Background: an optimization exercise with open tools, aiming at small area and a short achievable clock period. Do not read the settings as production practice.
No functional check of the RTL was part of any run shown here.
Power and IR drop assume default switching activity.

==> flow/design.v (outline; a module is shown in full before it is edited, if it fits) <==
// module alu_shamt: 268 lines
// module alu_mul16: 1079 lines
// module alu_top: 253 lines
module alu_top (
    input  logic                      clk,
    input  logic                      reset,
    input  logic                      ce,
    input  logic                      execute,
    input  logic [4:0]                operation,
    input  logic [16-1:0]    ta,
    input  logic [16-1:0]    tb,
    input  logic                      wide,
    input  logic [5:0]                flags_in,
    output logic [32-1:0]    result,
    output logic [5:0]                flags,
    output logic                      done
);
  // ...
==> flow/flow/run.sh <==
#!/bin/bash
# The standard layout (standard.sh) with two changes:
# - synthesis runs Yosys's synth with -noabc (SYNTH_ARGS), so the full adders
#   are extracted from the design's own gates rather than from ABC's first
#   mapping, which leaves them in mixed polarity with inverters in between;
#   the registers, their names and cells are those of the standard synthesis
# - buffer_ports makes the port buffers from buf_2 cells instead of the slow
#   delay-buffer cell it picks by itself
# The make output goes to make_finish.log here; ORFS keeps each step's log
# under orfs/logs/.
set -euo pipefail
bash standard.sh "SYNTH_ARGS=-noabc" \
    "BUFFER_PORTS_ARGS=-buffer_cell sky130_fd_sc_hd__buf_2" finish > make_finish.log 2>&1
==> flow/standard.sh <==
#!/bin/bash
# synth_recipe.tcl (not shown) runs the flow's synth.tcl, then flattens the netlist and writes it again
# the make line also repeats each setting of config.mk as NAME=value (left out here)
make -C /OpenROAD-flow-scripts/flow DESIGN_CONFIG=/design/flow/config.mk WORK_HOME=/design/flow/orfs CLKGATE_MAP_FILE= SYNTH_SCRIPT=/design/flow/synth_recipe.tcl "${@:-finish}"
==> flow/config.mk <==
export PLATFORM = sky130hd
export DESIGN_NAME = alu_top
export DESIGN_NICKNAME = alu_top
export VERILOG_FILES = /design/flow/design.v
export SDC_FILE = /design/flow/constraint.sdc
export NUM_CORES = 4
export LEC_CHECK = 0
export ABC_AREA = 1
export CAP_MARGIN = 20
export CORE_MARGIN = 2
export CORE_UTILIZATION = 40
export SETUP_SLACK_MARGIN = 1.3
export SLEW_MARGIN = 20
==> flow/constraint.sdc <==
create_clock -name core_clock -period 11.0 [get_ports {clk}]
set_input_delay 2.2000 -clock core_clock [delete_from_list [all_inputs] [get_ports {clk}]]
set_output_delay 2.2000 -clock core_clock [all_outputs]
set_load 0.01 [all_outputs]
==> reports/results.txt, run 1 <==
The run finished with no timing, DRC or antenna violations. The compound-gate portion of the synthesized area was 22.4%; the clock tree buffer count of the final layout was 6. The cell count after placement was 2402. The tools report the start point of the worst min-delay path as result[25].

The largest registers in the layout are result: 32 flops, flags: 6 flops, done: 1 flops. The internal cell power was 577 µW; the register-to-register setup slack was 10.33 ns. In this run the worst path has a maximum fanout of 17.

The global routing usage on met3 was 3.85%; the maximum VDD drop was 59.2 µV. Before antenna repair, the detailed router went through 6 iterations. The hold path endpoint is result[25]. The share of total power dissipated in the clock network is 10.4%. The data arrival time of the critical path came out at 9.57 ns. The XOR/XNOR share of the synthesized area came out at 10.7%. Counting buffers and inverters, the worst setup path is 32 cells deep.

For this design the static power due to leakage is 7.57 nW. For the sequential group, total power comes out at 152 µW. Antenna diode count: 1.

The slowest cell on the critical path was sky130_fd_sc_hd__fa_2. DRC violation count after routing: 0. Counting the buffers created by CTS gives 5.

The worst setup skew after layout was 0 ns. Static timing analysis puts the maximum clock frequency at 107 MHz. The number of global-route vias before repair was 14300. Dividing the detail-routed via count by the number of cells gives 6.15.

The run gives 11.1% as the sequential cell fraction of total power. The floorplan step defined a die boundary enclosing 34000 µm². For the global-route wire length before repair, the log shows 89500 µm. The tools report the standard-cell row count as 66.

Placement-stage worst setup slack: 0.678 ns. For this design the total switching power over the nets is 791 µW. Combinational share of power: 78.5%. The relative area change from synthesis to final layout was 11.8%; the final setup slack of the worst path was 1.63 ns.

Ranked by flip-flop count, first place goes to result. After clock tree synthesis, the clock-pin slew on the worst setup and hold paths is 0.05 ns. In the finished design, the share of the clock period the worst path needs comes to 85.1%. The dominant cell by count in the synthesized netlist was sky130_fd_sc_hd__nand2_1. For the count of final max-slew check failures, the log shows 0. During tapcell insertion the tool placed 442 well taps. The biggest area contributor in the post-synthesis netlist is sky130_fd_sc_hd__fa_1.
==> module alu_top, before the edit <==
module alu_top (
    input  logic                      clk,
    input  logic                      reset,
    input  logic                      ce,
    input  logic                      execute,
    input  logic [4:0]                operation,
    input  logic [16-1:0]    ta,
    input  logic [16-1:0]    tb,
    input  logic                      wide,
    input  logic [5:0]                flags_in,
    output logic [32-1:0]    result,
    output logic [5:0]                flags,
    output logic                      done
);
    localparam int CY = 5, P = 4, AC = 3, Z = 2, S = 1, V = 0;
    logic [4:0] op;
    logic       cy_in;
    assign op    = operation;
    assign cy_in = flags_in[CY];
    logic op_valid, is_arith, is_sub, use_c, incdec, is_inc, is_dec, is_neg;
    logic is_log3, is_test;
    logic is_rol, is_ror, is_rolc, is_rorc, is_rot, is_rotc;
    logic is_shl, is_shr, is_shra, is_shift_any, is_mul, mul_signed, psz_op;
    assign op_valid     = op <= 5'd24;
    assign is_arith     = op <= 5'd7;
    assign is_sub       = op >= 5'd3 && op <= 5'd7;
    assign use_c        = op == 5'd1 || op == 5'd4;
    assign is_inc       = op == 5'd2;
    assign is_dec       = op == 5'd6;
    assign incdec       = is_inc | is_dec;
    assign is_neg       = op == 5'd7;
    assign is_log3      = op >= 5'd8 && op <= 5'd10;
    assign is_test      = op == 5'd15;
    assign is_rol       = op == 5'd16;
    assign is_rolc      = op == 5'd17;
    assign is_ror       = op == 5'd18;
    assign is_rorc      = op == 5'd19;
    assign is_rot       = is_rol | is_ror;
    assign is_rotc      = is_rolc | is_rorc;
    assign is_shl       = op == 5'd20;
    assign is_shr       = op == 5'd21;
    assign is_shra      = op == 5'd22;
    assign is_shift_any = op >= 5'd16 && op <= 5'd22;
    assign is_mul       = op == 5'd23 || op == 5'd24;
    assign mul_signed   = op == 5'd24;
    assign psz_op       = is_arith | is_log3 | is_shl | is_shr | is_shra;
    logic [3:0]  bidx;
    logic [15:0] bmask, b2, lres;
    logic [3:0]  tt;     
    assign bidx  = wide ? tb[3:0] : {1'b0, tb[2:0]};
    assign bmask = 16'd1 << bidx;
    assign b2    = op[2] ? bmask : tb;
    always_comb begin
        case (op[2:0])
            3'd0:    tt = 4'b1000;    
            3'd1:    tt = 4'b1110;    
            3'd2:    tt = 4'b0110;    
            3'd3:    tt = 4'b0011;    
            3'd4:    tt = 4'b1110;    
            3'd5:    tt = 4'b0100;    
            3'd6:    tt = 4'b0110;    
            default: tt = 4'b1000;    
        endcase
    end
    always_comb
        for (int i = 0; i < 16; i++)
            lres[i] = tt[{ta[i], b2[i]}];
    logic [4:0]  cnt;
    logic        cnt_nz, cnt_ge17, r_nz;
    logic [7:0]  a8;
    logic [15:0] oh_sh, ma, mc, ax, ay;
    logic        mci;
    logic [31:0] prod;
    assign cnt      = tb[4:0];
    assign cnt_nz   = cnt != 5'd0;
    assign cnt_ge17 = cnt >= 5'd17;
    assign r_nz     = wide ? (cnt != 5'd0 && cnt != 5'd17)
                           : (cnt != 5'd0 && cnt != 5'd9 && cnt != 5'd18 && cnt != 5'd27);
    assign a8       = ta[7:0];
    alu_shamt u_shamt (
        .wide(wide), .cnt(cnt),
        .k_shl(is_shl), .k_shr(is_shr | is_shra), .k_rol(is_rol), .k_ror(is_ror),
        .k_rolc(is_rolc), .k_rorc(is_rorc), .oh(oh_sh)
    );
    always_comb begin
        if (wide)
            ma = ta;
        else if (is_mul)
            ma = {{8{mul_signed & ta[7]}}, a8};
        else if (is_shra)
            ma = {{8{ta[7]}}, a8};
        else if (is_rot)
            ma = {a8, a8};
        else if (is_rotc)
            ma = {a8[6:0], cy_in, a8};
        else
            ma = {8'd0, a8};
    end
    logic [15:0] tbx;
    logic [16:0] bx;
    logic [7:0]  one_m, two_m, neg_m, bone, btwo, bneg;
    logic        bd8;
    assign tbx = wide ? tb : {{8{mul_signed & tb[7]}}, tb[7:0]};
    assign bx  = {mul_signed & tbx[15], tbx};
    always_comb
        for (int i = 0; i < 8; i++) begin
            one_m[i] = bx[2 * i] ^ (i == 0 ? 1'b0 : bx[2 * i - 1]);
            two_m[i] = ( bx[2 * i + 1] & ~bx[2 * i] & ~(i == 0 ? 1'b0 : bx[2 * i - 1]))
                     | (~bx[2 * i + 1] &  bx[2 * i] &  (i == 0 ? 1'b0 : bx[2 * i - 1]));
            neg_m[i] = bx[2 * i + 1];
        end
    always_comb
        for (int i = 0; i < 8; i++) begin
            bone[i] = (is_mul & one_m[i]) | oh_sh[2 * i] | (i == 0 && is_arith && !is_neg);
            btwo[i] = (is_mul & two_m[i]) | oh_sh[2 * i + 1];
            bneg[i] = is_mul & neg_m[i];
        end
    assign bd8 = is_mul & tbx[15] & ~mul_signed;
    always_comb begin
        if (is_neg)
            ay = ~ta;
        else if (is_inc)
            ay = 16'd0;
        else if (is_dec)
            ay = 16'hffff;
        else if (is_sub)
            ay = ~tb;
        else
            ay = tb;
    end
    assign ax  = is_neg ? 16'd0 : ta;
    assign mc  = !is_arith ? 16'd0 : wide ? ay : {8'd0, ay[7:0]};
    assign mci = is_arith & (is_inc | (is_sub & !is_dec) ^ (use_c & cy_in));
    alu_mul16 u_mul (.a(ma), .sa(mul_signed | is_shra),
                     .one(bone), .two(btwo), .neg(bneg), .d8(bd8),
                     .c(mc), .ci(mci), .p(prod));
    logic ar_cy, ar_ac, ar_v;
    assign ar_cy = (wide ? prod[16] : prod[8]) ^ is_sub;
    assign ar_ac = prod[4] ^ ax[4] ^ ay[4] ^ is_sub;
    assign ar_v  = wide ? ((ax[15] ^ prod[15]) & (ay[15] ^ prod[15]))
                        : ((ax[7]  ^ prod[7])  & (ay[7]  ^ prod[7]));
    logic        sel_lo, sel_lo1, sel_hi, sel_ci;
    logic [15:0] sres;
    logic        sh_cy, sh_v, sgn;
    always_comb begin
        sel_lo  = 1'b0;
        sel_lo1 = 1'b0;
        sel_hi  = 1'b0;
        sel_ci  = 1'b0;
        if (is_arith) begin
            sel_lo = 1'b1;
        end else if (is_rot) begin
            sel_lo = 1'b1;
            sel_hi = 1'b1;
        end else if (is_rotc) begin
            sel_lo  = !r_nz;
            sel_lo1 = r_nz;
            sel_hi  = r_nz;
            sel_ci  = r_nz;
        end else if (is_shl) begin
            sel_lo = !cnt[4];
        end else begin   
            sel_lo = !cnt_nz;
            sel_hi = cnt_nz;
        end
    end
    assign sres = ({16{sel_lo}}  & prod[15:0])
                | ({16{sel_lo1}} & {prod[14:0], 1'b0})
                | ({16{sel_hi}}  & prod[31:16])
                | ({16{sel_ci & cy_in}} & oh_sh);
    always_comb begin
        if (is_rol)
            sh_cy = prod[0] | prod[16];
        else if (is_ror)
            sh_cy = wide ? (prod[15] | prod[31]) : prod[23];
        else if (is_rotc)
            sh_cy = r_nz ? prod[15] : cy_in;
        else if (is_shl)
            sh_cy = wide ? (cnt[4] ? (cnt[3:0] == 4'd0) & ta[0] : prod[16])
                         : (!cnt[4] & prod[8]);
        else if (is_shr)
            sh_cy = !cnt_ge17 & prod[15];
        else
            sh_cy = prod[15];
    end
    assign sgn  = wide ? ta[15] : ta[7];
    assign sh_v = ~is_shra & (sgn ^ (wide ? sres[15] : sres[7]));
    logic m_ovf;
    assign m_ovf = wide ? (prod[31:16] != {16{mul_signed & prod[15]}})
                        : (prod[15:8]  != {8{mul_signed & prod[7]}});
    logic [15:0] r16;
    logic [31:0] next_result;
    logic [5:0]  next_flags;
    logic        pz, ps, pp;
    assign r16 = (is_arith | op[4]) ? sres : lres;
    always_comb begin
        if (is_mul)
            next_result = wide ? prod : {16'd0, prod[15:0]};
        else if (wide)
            next_result = {16'd0, r16};
        else
            next_result = {24'd0, r16[7:0]};
    end
    assign pp = ~^r16[7:0];
    assign ps = wide ? r16[15] : r16[7];
    assign pz = wide ? (r16 == 16'd0) : (r16[7:0] == 8'd0);
    always_comb begin
        next_flags = flags_in;
        if (is_arith) begin
            if (!incdec) next_flags[CY] = ar_cy;
            next_flags[AC] = ar_ac;
            next_flags[V]  = ar_v;
        end
        if (is_log3) begin
            next_flags[CY] = 1'b0;
            next_flags[AC] = 1'b0;
            next_flags[V]  = 1'b0;
        end
        if (is_test) begin
            next_flags[CY] = 1'b0;
            next_flags[V]  = 1'b0;
            next_flags[Z]  = ~|(ta & bmask);
        end
        if (is_shift_any) begin
            if (cnt_nz) next_flags[CY] = sh_cy;
            next_flags[V] = sh_v;
        end
        if (is_mul) begin
            next_flags[CY] = m_ovf;
            next_flags[V]  = m_ovf;
        end
        if (psz_op) begin
            next_flags[P] = pp;
            next_flags[S] = ps;
            next_flags[Z] = pz;
        end
    end
    logic accept;
    assign accept = ce & execute & op_valid;
    always_ff @(posedge clk) begin
        if (reset) begin
            result <= '0;
            flags  <= '0;
            done   <= 1'b0;
        end else begin
            done <= accept;
            if (accept) begin
                result <= next_result;
                flags  <= next_flags;
            end
        end
    end
endmodule
==> inputs of run 2 (changes only) <==
--- a/flow/design.v
+++ b/flow/design.v
@@ -1305,115 +1305,123 @@
     logic fg13; assign fg13 = gg[25] | (pg[25] & gg[24]);
     logic fp13; assign fp13 = pg[25] & pg[24];
     logic fg14; assign fg14 = gg[27] | (pg[27] & gg[26]);
     logic fp14; assign fp14 = pg[27] & pg[26];
     logic fg15; assign fg15 = gg[29] | (pg[29] & gg[28]);
     logic fp15; assign fp15 = pg[29] & pg[28];
     logic fg16; assign fg16 = gg[31] | (pg[31] & gg[30]);
     logic fp16; assign fp16 = pg[31] & pg[30];
-    logic fg17; assign fg17 = gg[2] | (pg[2] & fg1);
-    logic fg18; assign fg18 = fg2 | (fp2 & fg1);
-    logic fg19; assign fg19 = gg[6] | (pg[6] & fg3);
-    logic fp19; assign fp19 = pg[6] & fp3;
-    logic fg20; assign fg20 = fg4 | (fp4 & fg3);
-    logic fp20; assign fp20 = fp4 & fp3;
-    logic fg21; assign fg21 = gg[10] | (pg[10] & fg5);
-    logic fp21; assign fp21 = pg[10] & fp5;
-    logic fg22; assign fg22 = fg6 | (fp6 & fg5);
-    logic fp22; assign fp22 = fp6 & fp5;
-    logic fg23; assign fg23 = gg[14] | (pg[14] & fg7);
-    logic fp23; assign fp23 = pg[14] & fp7;
-    logic fg24; assign fg24 = fg8 | (fp8 & fg7);
-    logic fp24; assign fp24 = fp8 & fp7;
-    logic fg25; assign fg25 = gg[18] | (pg[18] & fg9);
-    logic fp25; assign fp25 = pg[18] & fp9;
-    logic fg26; assign fg26 = fg10 | (fp10 & fg9);
-    logic fp26; assign fp26 = fp10 & fp9;
-    logic fg27; assign fg27 = gg[22] | (pg[22] & fg11);
-    logic fp27; assign fp27 = pg[22] & fp11;
-    logic fg28; assign fg28 = fg12 | (fp12 & fg11);
-    logic fp28; assign fp28 = fp12 & fp11;
-    logic fg29; assign fg29 = gg[26] | (pg[26] & fg13);
-    logic fp29; assign fp29 = pg[26] & fp13;
-    logic fg30; assign fg30 = fg14 | (fp14 & fg13);
-    logic fp30; assign fp30 = fp14 & fp13;
-    logic fg31; assign fg31 = gg[30] | (pg[30] & fg15);
-    logic fp31; assign fp31 = pg[30] & fp15;
-    logic fg32; assign fg32 = fg16 | (fp16 & fg15);
-    logic fp32; assign fp32 = fp16 & fp15;
-    logic fg33; assign fg33 = gg[4] | (pg[4] & fg18);
-    logic fg34; assign fg34 = fg3 | (fp3 & fg18);
-    logic fg35; assign fg35 = fg19 | (fp19 & fg18);
-    logic fg36; assign fg36 = fg20 | (fp20 & fg18);
-    logic fg37; assign fg37 = gg[12] | (pg[12] & fg22);
-    logic fp37; assign fp37 = pg[12] & fp22;
-    logic fg38; assign fg38 = fg7 | (fp7 & fg22);
-    logic fp38; assign fp38 = fp7 & fp22;
-    logic fg39; assign fg39 = fg23 | (fp23 & fg22);
-    logic fp39; assign fp39 = fp23 & fp22;
-    logic fg40; assign fg40 = fg24 | (fp24 & fg22);
-    logic fp40; assign fp40 = fp24 & fp22;
-    logic fg41; assign fg41 = gg[20] | (pg[20] & fg26);
-    logic fp41; assign fp41 = pg[20] & fp26;
-    logic fg42; assign fg42 = fg11 | (fp11 & fg26);
-    logic fp42; assign fp42 = fp11 & fp26;
-    logic fg43; assign fg43 = fg27 | (fp27 & fg26);
-    logic fp43; assign fp43 = fp27 & fp26;
-    logic fg44; assign fg44 = fg28 | (fp28 & fg26);
-    logic fp44; assign fp44 = fp28 & fp26;
-    logic fg45; assign fg45 = gg[28] | (pg[28] & fg30);
-    logic fp45; assign fp45 = pg[28] & fp30;
-    logic fg46; assign fg46 = fg15 | (fp15 & fg30);
-    logic fp46; assign fp46 = fp15 & fp30;
-    logic fg47; assign fg47 = fg31 | (fp31 & fg30);
-    logic fp47; assign fp47 = fp31 & fp30;
-    logic fg48; assign fg48 = fg32 | (fp32 & fg30);
-    logic fp48; assign fp48 = fp32 & fp30;
-    logic fg49; assign fg49 = gg[8] | (pg[8] & fg36);
-    logic fg50; assign fg50 = fg5 | (fp5 & fg36);
-    logic fg51; assign fg51 = fg21 | (fp21 & fg36);
-    logic fg52; assign fg52 = fg22 | (fp22 & fg36);
-    logic fg53; assign fg53 = fg37 | (fp37 & fg36);
-    logic fg54; assign fg54 = fg38 | (fp38 & fg36);
-    logic fg55; assign fg55 = fg39 | (fp39 & fg36);
-    logic fg56; assign fg56 = fg40 | (fp40 & fg36);
-    logic fg57; assign fg57 = gg[24] | (pg[24] & fg44);
-    logic fp57; assign fp57 = pg[24] & fp44;
-    logic fg58; assign fg58 = fg13 | (fp13 & fg44);
-    logic fp58; assign fp58 = fp13 & fp44;
-    logic fg59; assign fg59 = fg29 | (fp29 & fg44);
-    logic fp59; assign fp59 = fp29 & fp44;
-    logic fg60; assign fg60 = fg30 | (fp30 & fg44);
-    logic fp60; assign fp60 = fp30 & fp44;
-    logic fg61; assign fg61 = fg45 | (fp45 & fg44);
-    logic fp61; assign fp61 = fp45 & fp44;
-    logic fg62; assign fg62 = fg46 | (fp46 & fg44);
-    logic fp62; assign fp62 = fp46 & fp44;
-    logic fg63; assign fg63 = fg47 | (fp47 & fg44);
-    logic fp63; assign fp63 = fp47 & fp44;
-    logic fg64; assign fg64 = fg48 | (fp48 & fg44);
-    logic fp64; assign fp64 = fp48 & fp44;
-    logic fg65; assign fg65 = gg[16] | (pg[16] & fg56);
-    logic fg66; assign fg66 = fg9 | (fp9 & fg56);
-    logic fg67; assign fg67 = fg25 | (fp25 & fg56);
-    logic fg68; assign fg68 = fg26 | (fp26 & fg56);
-    logic fg69; assign fg69 = fg41 | (fp41 & fg56);
-    logic fg70; assign fg70 = fg42 | (fp42 & fg56);
-    logic fg71; assign fg71 = fg43 | (fp43 & fg56);
-    logic fg72; assign fg72 = fg44 | (fp44 & fg56);
-    logic fg73; assign fg73 = fg57 | (fp57 & fg56);
-    logic fg74; assign fg74 = fg58 | (fp58 & fg56);
-    logic fg75; assign fg75 = fg59 | (fp59 & fg56);
-    logic fg76; assign fg76 = fg60 | (fp60 & fg56);
-    logic fg77; assign fg77 = fg61 | (fp61 & fg56);
-    logic fg78; assign fg78 = fg62 | (fp62 & fg56);
-    logic fg79; assign fg79 = fg63 | (fp63 & fg56);
-    logic fg80; assign fg80 = fg64 | (fp64 & fg56);
-    assign cc = {fg79, fg78, fg77, fg76, fg75, fg74, fg73, fg72, fg71, fg70, fg69, fg68, fg67, fg66, fg65, fg56, fg55, fg54, fg53, fg52, fg51, fg50, fg49, fg36, fg35, fg34, fg33, fg18, fg17, fg1, gg[0], 1'b0};
+    logic fg17; assign fg17 = gg[2] | (pg[2] & gg[1]);
+    logic fp17; assign fp17 = pg[2] & pg[1];
+    logic fg18; assign fg18 = fg17 | (fp17 & gg[0]);
+    logic fg19; assign fg19 = fg2 | (fp2 & fg1);
+    logic fg20; assign fg20 = gg[6] | (pg[6] & fg3);
+    logic fp20; assign fp20 = pg[6] & fp3;
+    logic fg21; assign fg21 = fg4 | (fp4 & fg3);
+    logic fp21; assign fp21 = fp4 & fp3;
+    logic fg22; assign fg22 = gg[10] | (pg[10] & fg5);
+    logic fp22; assign fp22 = pg[10] & fp5;
+    logic fg23; assign fg23 = fg6 | (fp6 & fg5);
+    logic fp23; assign fp23 = fp6 & fp5;
+    logic fg24; assign fg24 = gg[14] | (pg[14] & fg7);
+    logic fp24; assign fp24 = pg[14] & fp7;
+    logic fg25; assign fg25 = fg8 | (fp8 & fg7);
+    logic fp25; assign fp25 = fp8 & fp7;
+    logic fg26; assign fg26 = gg[18] | (pg[18] & fg9);
+    logic fp26; assign fp26 = pg[18] & fp9;
+    logic fg27; assign fg27 = fg10 | (fp10 & fg9);
+    logic fp27; assign fp27 = fp10 & fp9;
+    logic fg28; assign fg28 = gg[22] | (pg[22] & fg11);
+    logic fp28; assign fp28 = pg[22] & fp11;
+    logic fg29; assign fg29 = fg12 | (fp12 & fg11);
+    logic fp29; assign fp29 = fp12 & fp11;
+    logic fg30; assign fg30 = gg[26] | (pg[26] & fg13);
+    logic fp30; assign fp30 = pg[26] & fp13;
+    logic fg31; assign fg31 = fg14 | (fp14 & fg13);
+    logic fp31; assign fp31 = fp14 & fp13;
+    logic fg32; assign fg32 = gg[30] | (pg[30] & fg15);
+    logic fp32; assign fp32 = pg[30] & fp15;
+    logic fg33; assign fg33 = fg16 | (fp16 & fg15);
+    logic fp33; assign fp33 = fp16 & fp15;
+    logic fg34; assign fg34 = gg[4] | (pg[4] & gg[3]);
+    logic fp34; assign fp34 = pg[4] & pg[3];
+    logic fg35; assign fg35 = fg34 | (fp34 & fg18);
+    logic fg36; assign fg36 = fg3 | (fp3 & fg19);
+    logic fg37; assign fg37 = fg20 | (fp20 & fg19);
+    logic fg38; assign fg38 = fg21 | (fp21 & fg19);
+    logic fg39; assign fg39 = gg[12] | (pg[12] & fg23);
+    logic fp39; assign fp39 = pg[12] & fp23;
+    logic fg40; assign fg40 = fg7 | (fp7 & fg23);
+    logic fp40; assign fp40 = fp7 & fp23;
+    logic fg41; assign fg41 = fg24 | (fp24 & fg23);
+    logic fp41; assign fp41 = fp24 & fp23;
+    logic fg42; assign fg42 = fg25 | (fp25 & fg23);
+    logic fp42; assign fp42 = fp25 & fp23;
+    logic fg43; assign fg43 = gg[20] | (pg[20] & fg27);
+    logic fp43; assign fp43 = pg[20] & fp27;
+    logic fg44; assign fg44 = fg11 | (fp11 & fg27);
+    logic fp44; assign fp44 = fp11 & fp27;
+    logic fg45; assign fg45 = fg28 | (fp28 & fg27);
+    logic fp45; assign fp45 = fp28 & fp27;
+    logic fg46; assign fg46 = fg29 | (fp29 & fg27);
+    logic fp46; assign fp46 = fp29 & fp27;
+    logic fg47; assign fg47 = gg[28] | (pg[28] & fg31);
+    logic fp47; assign fp47 = pg[28] & fp31;
+    logic fg48; assign fg48 = fg15 | (fp15 & fg31);
+    logic fp48; assign fp48 = fp15 & fp31;
+    logic fg49; assign fg49 = fg32 | (fp32 & fg31);
+    logic fp49; assign fp49 = fp32 & fp31;
+    logic fg50; assign fg50 = fg33 | (fp33 & fg31);
+    logic fp50; assign fp50 = fp33 & fp31;
+    logic fg51; assign fg51 = gg[8] | (pg[8] & gg[7]);
+    logic fp51; assign fp51 = pg[8] & pg[7];
+    logic fg52; assign fg52 = fg51 | (fp51 & fg37);
+    logic fg53; assign fg53 = fg5 | (fp5 & fg38);
+    logic fg54; assign fg54 = fg22 | (fp22 & fg38);
+    logic fg55; assign fg55 = fg23 | (fp23 & fg38);
+    logic fg56; assign fg56 = fg39 | (fp39 & fg38);
+    logic fg57; assign fg57 = fg40 | (fp40 & fg38);
+    logic fg58; assign fg58 = fg41 | (fp41 & fg38);
+    logic fg59; assign fg59 = fg42 | (fp42 & fg38);
+    logic fg60; assign fg60 = gg[24] | (pg[24] & fg46);
+    logic fp60; assign fp60 = pg[24] & fp46;
+    logic fg61; assign fg61 = fg13 | (fp13 & fg46);
+    logic fp61; assign fp61 = fp13 & fp46;
+    logic fg62; assign fg62 = fg30 | (fp30 & fg46);
+    logic fp62; assign fp62 = fp30 & fp46;
+    logic fg63; assign fg63 = fg31 | (fp31 & fg46);
+    logic fp63; assign fp63 = fp31 & fp46;
+    logic fg64; assign fg64 = fg47 | (fp47 & fg46);
+    logic fp64; assign fp64 = fp47 & fp46;
+    logic fg65; assign fg65 = fg48 | (fp48 & fg46);
+    logic fp65; assign fp65 = fp48 & fp46;
+    logic fg66; assign fg66 = fg49 | (fp49 & fg46);
+    logic fp66; assign fp66 = fp49 & fp46;
+    logic fg67; assign fg67 = fg50 | (fp50 & fg46);
+    logic fp67; assign fp67 = fp50 & fp46;
+    logic fg68; assign fg68 = gg[16] | (pg[16] & gg[15]);
+    logic fp68; assign fp68 = pg[16] & pg[15];
+    logic fg69; assign fg69 = fg68 | (fp68 & fg58);
+    logic fg70; assign fg70 = fg9 | (fp9 & fg59);
+    logic fg71; assign fg71 = fg26 | (fp26 & fg59);
+    logic fg72; assign fg72 = fg27 | (fp27 & fg59);
+    logic fg73; assign fg73 = fg43 | (fp43 & fg59);
+    logic fg74; assign fg74 = fg44 | (fp44 & fg59);
+    logic fg75; assign fg75 = fg45 | (fp45 & fg59);
+    logic fg76; assign fg76 = fg46 | (fp46 & fg59);
+    logic fg77; assign fg77 = fg60 | (fp60 & fg59);
+    logic fg78; assign fg78 = fg61 | (fp61 & fg59);
+    logic fg79; assign fg79 = fg62 | (fp62 & fg59);
+    logic fg80; assign fg80 = fg63 | (fp63 & fg59);
+    logic fg81; assign fg81 = fg64 | (fp64 & fg59);
+    logic fg82; assign fg82 = fg65 | (fp65 & fg59);
+    logic fg83; assign fg83 = fg66 | (fp66 & fg59);
+    logic fg84; assign fg84 = fg67 | (fp67 & fg59);
+    assign cc = {fg83, fg82, fg81, fg80, fg79, fg78, fg77, fg76, fg75, fg74, fg73, fg72, fg71, fg70, fg69, fg59, fg58, fg57, fg56, fg55, fg54, fg53, fg52, fg38, fg37, fg36, fg35, fg19, fg18, fg1, gg[0], 1'b0};
     assign p = pg ^ cc;
 endmodule
 `timescale 1ns/100ps
 `timescale 1ns/100ps
 module alu_top (
     input  logic                      clk,
     input  logic                      reset,
     input  logic                      ce,
@@ -1521,18 +1529,18 @@
         for (int i = 0; i < 8; i++) begin
             one_m[i] = bx[2 * i] ^ (i == 0 ? 1'b0 : bx[2 * i - 1]);
             two_m[i] = ( bx[2 * i + 1] & ~bx[2 * i] & ~(i == 0 ? 1'b0 : bx[2 * i - 1]))
                      | (~bx[2 * i + 1] &  bx[2 * i] &  (i == 0 ? 1'b0 : bx[2 * i - 1]));
             neg_m[i] = bx[2 * i + 1];
         end
     always_comb
         for (int i = 0; i < 8; i++) begin
-            bone[i] = (is_mul & one_m[i]) | oh_sh[2 * i] | (i == 0 && is_arith && !is_neg);
-            btwo[i] = (is_mul & two_m[i]) | oh_sh[2 * i + 1];
+            bone[i] = is_mul ? one_m[i] : oh_sh[2 * i] | (i == 0 && is_arith && !is_neg);
+            btwo[i] = is_mul ? two_m[i] : oh_sh[2 * i + 1];
             bneg[i] = is_mul & neg_m[i];
         end
     assign bd8 = is_mul & tbx[15] & ~mul_signed;
     always_comb begin
         if (is_neg)
             ay = ~ta;
         else if (is_inc)
             ay = 16'd0;
==> flow/config.mk (replaced) <==
export PLATFORM = sky130hd
export DESIGN_NAME = alu_top
export DESIGN_NICKNAME = alu_top
export VERILOG_FILES = /design/flow/design.v
export SDC_FILE = /design/flow/constraint.sdc
export NUM_CORES = 4
export LEC_CHECK = 0
export ABC_AREA = 1
export CAP_MARGIN = 20
export CORE_MARGIN = 2
export CORE_UTILIZATION = 40
export SETUP_SLACK_MARGIN = 1.0
export SLEW_MARGIN = 20
==> reports/results.txt, run 2 <==
The tools report the setup TNS as 0 ns (unchanged). The H-tree depth is 2 (unchanged), and the count of final setup violators is 0 (unchanged). The gate count after technology mapping was 1987 (was 1922); the maximum cell stage delay along the critical path was 0.52 ns (was 0.70 ns). The cell area after synthesis is 13200 µm² (was 13000 µm²), and the via count is 15300 (was 15000). The wire length after detailed routing was 63300 µm (was 60200 µm).

Path type of the worst setup path: input pin to flip-flop (unchanged). The run gives 0.461 ns (was 0.678 ns) as the placement-stage worst setup slack. The count of clock tree sinks is 39 (unchanged). The most common library cell in the layout ignoring fill and taps was sky130_fd_sc_hd__nand2_1 (unchanged).

The transition at the pin with the smallest max-transition slack is 1.04 ns (was 1.01 ns). Largest cells by area after synthesis: sky130_fd_sc_hd__fa_1 19%, sky130_fd_sc_hd__nand2_1 12%, sky130_fd_sc_hd__xor2_1 11% (was sky130_fd_sc_hd__fa_1 20%, sky130_fd_sc_hd__nand2_1 11%, sky130_fd_sc_hd__xor2_1 10%). The run finished with no timing, DRC or antenna violations.

Antenna violation net count after detailed routing: 0 (unchanged). The tools report the buffer cell driving the clock tree root as sky130_fd_sc_hd__clkbuf_16 (unchanged). Final setup slack of the worst path: 1.27 ns (was 1.63 ns).

Leading cell types in the layout, fill and taps excluded: 420 x sky130_fd_sc_hd__nand2_1, 183 x sky130_fd_sc_hd__inv_1, 173 x sky130_fd_sc_hd__xor2_1 (was 395 x sky130_fd_sc_hd__nand2_1, 175 x sky130_fd_sc_hd__inv_1, 150 x sky130_fd_sc_hd__xor2_1). The run gives 0 (unchanged) as the count of final max-slew check failures. The number of fill cells in the layout is 3531 (was 3398). The floorplan die width was 186 µm (was 184 µm); the global route total overflow was 0 (unchanged). The antenna diode count was 0 (was 1); the number of maximum-capacitance constraint violations was 0 (unchanged).

The initial antenna violation count is 1 (was 0). By instance count, the cell type seen most on the critical path is sky130_fd_sc_hd__nand2_1. The slowest cell on the critical path was sky130_fd_sc_hd__fa_1 (was sky130_fd_sc_hd__fa_2). The logs give 11.15 ns (was 11.20 ns) for the required time of the critical path and 0 (unchanged) for the final count of hold timing violations. Die outline area: 34600 µm² (was 34000 µm²). TritonCTS built the clock tree. The global-route wire length before repair came out at 93500 µm (was 89500 µm). The dominant register cell in the synthesized netlist is sky130_fd_sc_hd__dfxtp_1 (unchanged). The run gives 9.87 ns (was 9.57 ns) as the data arrival time of the critical path. The classification of the worst-slack hold path is flip-flop to flip-flop (unchanged).

The relative area change from synthesis to final layout is 10.4% (was 11.8%), and the via density per instance is 6.08 (was 6.15). The portion of synthesized cell area occupied by the leading cell type was 18.7% (was 19.7%); the placer congestion estimate was 1.06 (was 1.01). The number of buffers added on ports was 86 (unchanged). For the overall power of the completed layout, the log shows 1.45 mW (was 1.37 mW).

Share of synthesized flip-flops with an asynchronous set or reset: 0% (unchanged). The maximum VDD drop came out at 63.9 µV (was 59.2 µV). The overall fraction of global-route tracks in use is 36.5% (was 35.1%), and the count of warnings emitted by yosys is 1 (unchanged). The CTS clock-pin slew for the worst setup and hold paths came out at 0.06 ns (was 0.05 ns). The area of the placeable core was 32500 µm² (was 32300 µm²); the clock latency reported for the late side of the worst-skew pair was 0.27 ns (was 0.28 ns). The post-synthesis net count was 2223 (was 2161). The top register by number of flip-flops was result (unchanged). The tools report the standard-cell row count as 66 (unchanged). Biggest registers after layout: result: 32 flops, flags: 6 flops, done: 1 flops (unchanged). Number of placed I/O pins: 87 (unchanged).

The number of buffers added by the clock tree synthesis step was 5 (unchanged); the die span in y was 186 µm (was 184 µm). The starting utilization of the core area was 40.7% (was 40.3%). Setup repair after global routing could not meet its margin everywhere. The type of element capturing the critical path is a flip-flop (unchanged). The number of flip-flops and latches in the synthesized netlist came out at 39 (unchanged). The worst slew slack as a fraction of its limit is 30.5% (was 32.8%). The power per cell area was 99.0 nW/µm² (was 93.9 nW/µm²).

The leakage power was 7.72 nW (was 7.57 nW); the share of post-route cells with drive strength above 1 was 13.5% (was 14.6%). For the worst setup skew after layout, the log shows 0 ns (unchanged). The run gives 5 (was 6) as the number of search-and-repair iterations in the first detailed-routing pass.

The kind of start point of the critical path was an input pin (unchanged). The minimum clock period after layout was 9.73 ns (was 9.37 ns). Critical-path maximum fanout: 21 (was 17). The count of cell types in the netlist came out at 67 (was 64). The final cycle utilization of the critical path is 88.4% (was 85.1%), and the maximum root-to-sink buffer count is 2 (unchanged).

For the number of global-route vias before repair, the log shows 14600 (was 14300). The logs give 43 (was 33) for the maximum number of pins on one net before global-route repair and 0.461 ns (was 0.462 ns) for the final worst hold slack. The count of nets after finishing came out at 2300 (was 2232). Most frequent cells after synthesis: 420 x sky130_fd_sc_hd__nand2_1, 183 x sky130_fd_sc_hd__inv_1, 173 x sky130_fd_sc_hd__xor2_1 (was 399 x sky130_fd_sc_hd__nand2_1, 181 x sky130_fd_sc_hd__inv_1, 151 x sky130_fd_sc_hd__xor2_1).

The detailed placer's ending HPWL was 50900 µm (was 47400 µm); the number of DRC markers after the initial detailed-route iteration was 1813 (was 1820). The number of flip-flops in the largest register works out to 32 (unchanged). Wire length per cell: 25.3 µm (was 24.7 µm). Dominant cell by count in the synthesized netlist: sky130_fd_sc_hd__nand2_1 (unchanged). DRC violation count after routing: 0 (unchanged).

The number of synthesized flops with an enable pin was 0 (unchanged). The cell taking the most area after synthesis is sky130_fd_sc_hd__fa_1 (unchanged). The synthesized area divided by synthesized cell count is 6.67 µm² (was 6.78 µm²), and the fraction of the yosys area taken by sequential cells is 5.89% (was 5.99%). The maximum clock frequency is 103 MHz (was 107 MHz).
run 2: changes by cell type in the layout (fill, tap and decap cells not counted), sizes merged, moves of 7 or more:
cell	delta
nand3	-15
xor2	+22
nor2	+28
inv	+15
o21ai	+7
buf	+9
nand2	+25
o22ai	-8
run 2: report_power, final:
group,total (mW),switching [mW],internal [mW]
sequential,0.153,0.00434,0.149
combinational,1.16,0.774,0.382
clock,0.139,0.0555,0.0836
total,1.45,0.833,0.614
run 2: final timing paths:
check / slack [ns] / cells past startpoint / to / from
max: 1.27 / 35 / flags[4] / wide
min: 0.46 / 2 / result[21] / result[21]
max reg2reg: 10.21 / 3 / result[13] / result[13]
min reg2reg: 0.46 / 2 / result[21] / result[21]
run 2: timing repair:
item / 4_1_cts / 5_1_grt
setup buffers: 0 / 3
hold buffers: 0 / 0
setup endpoints to repair: 6 / 7
gates resized for setup: 1 / 12
run 2: layout make-up:
class                   instances  area (µm²)  area share, %
clock inverters                 2        12.5         0.0856
flip-flops and latches         39         781           5.34
inverters                     217         817           5.59
well taps                     442         553           3.78
multi-input cells            1636       11300           77.3
repair buffers                165        1020           7.00
clock buffers                   6         129          0.881
run 2: stage by stage:
stage / instances / instance area (µm²) / utilization [%]
2_1_floorplan: 1987 / 13200 / -
3_3_place_gp: 2496 / 14400 / 44.2
3_5_place_dp: 2496 / 14400 / 44.2
4_1_cts: 2504 / 14500 / 44.7
5_1_grt: 2507 / 14600 / 44.9
6_report: 2507 / 14600 / 44.9
run 2: metal layers:
metal  track usage [%]  vias to the layer above  share of wire [%]  routed length [µm]
met3              6.26                      207                9.6                6060
met2              56.0                      929                 42               26800
met4              19.2                        2                6.1                3890
met1              49.1                     7286                 42               26500
li1                  -                     6829                  -                   -
met5                 0                        -              0.025                  16
run 2: kinds of logic after synthesis:
logic type               share of synthesized area, %
flip-flops                                       5.89
multiplexers                                   0.0756
XOR/XNOR                                         11.9
adder cells (fa/ha/maj)                          24.8
buffers and inverters                            9.28
AO/OA/AOI/OAI                                    22.0
AND/OR/NAND/NOR                                  26.1
run 2: worst max-delay path, delay by kind of cell:
family	cells	cell delay [ns]
AOI/OAI and AO/OA	7	1.00
xor gates and xnor gates	3	0.52
adders and majority gates	6	2.65
buffers and inverters	7	1.58
and+or+nand+nor	12	1.87

==> static timing again, ports no longer ideal <==
The results above use ideal ports. As a check the final layouts listed here were re-extracted and re-timed, cells and wires unchanged. Step 1: set_driving_cell puts a clkbuf_16 on clk and a buf_2 on each other input, an assumption about the parent block. Step 2, shift: input delay + t, output delay - t, t = (earliest + latest rising clock arrival at the registers) / 2. This alone moves slack from input paths to output paths. Three values: no drivers, after step 1, after step 2; two values: the first two.
| run | t, ns | slack for setup (ns) | hold slack, ns | worst setup path at the end |
|---|---|---|---|---|
| run 1 | 0.314 | 1.635 / 1.635 / 1.321 | 0.462 / 0.462 / 0.462 | input to register |
| run 2 | 0.316 | 1.275 / 1.283 / 0.967 | 0.461 / 0.461 / 0.461 | input to register |
After both steps setup and hold are still met in every run listed. For run 1, which loses most, drivers alone change the setup slack by 0.000 ns; drivers and shift together by -0.314 ns.
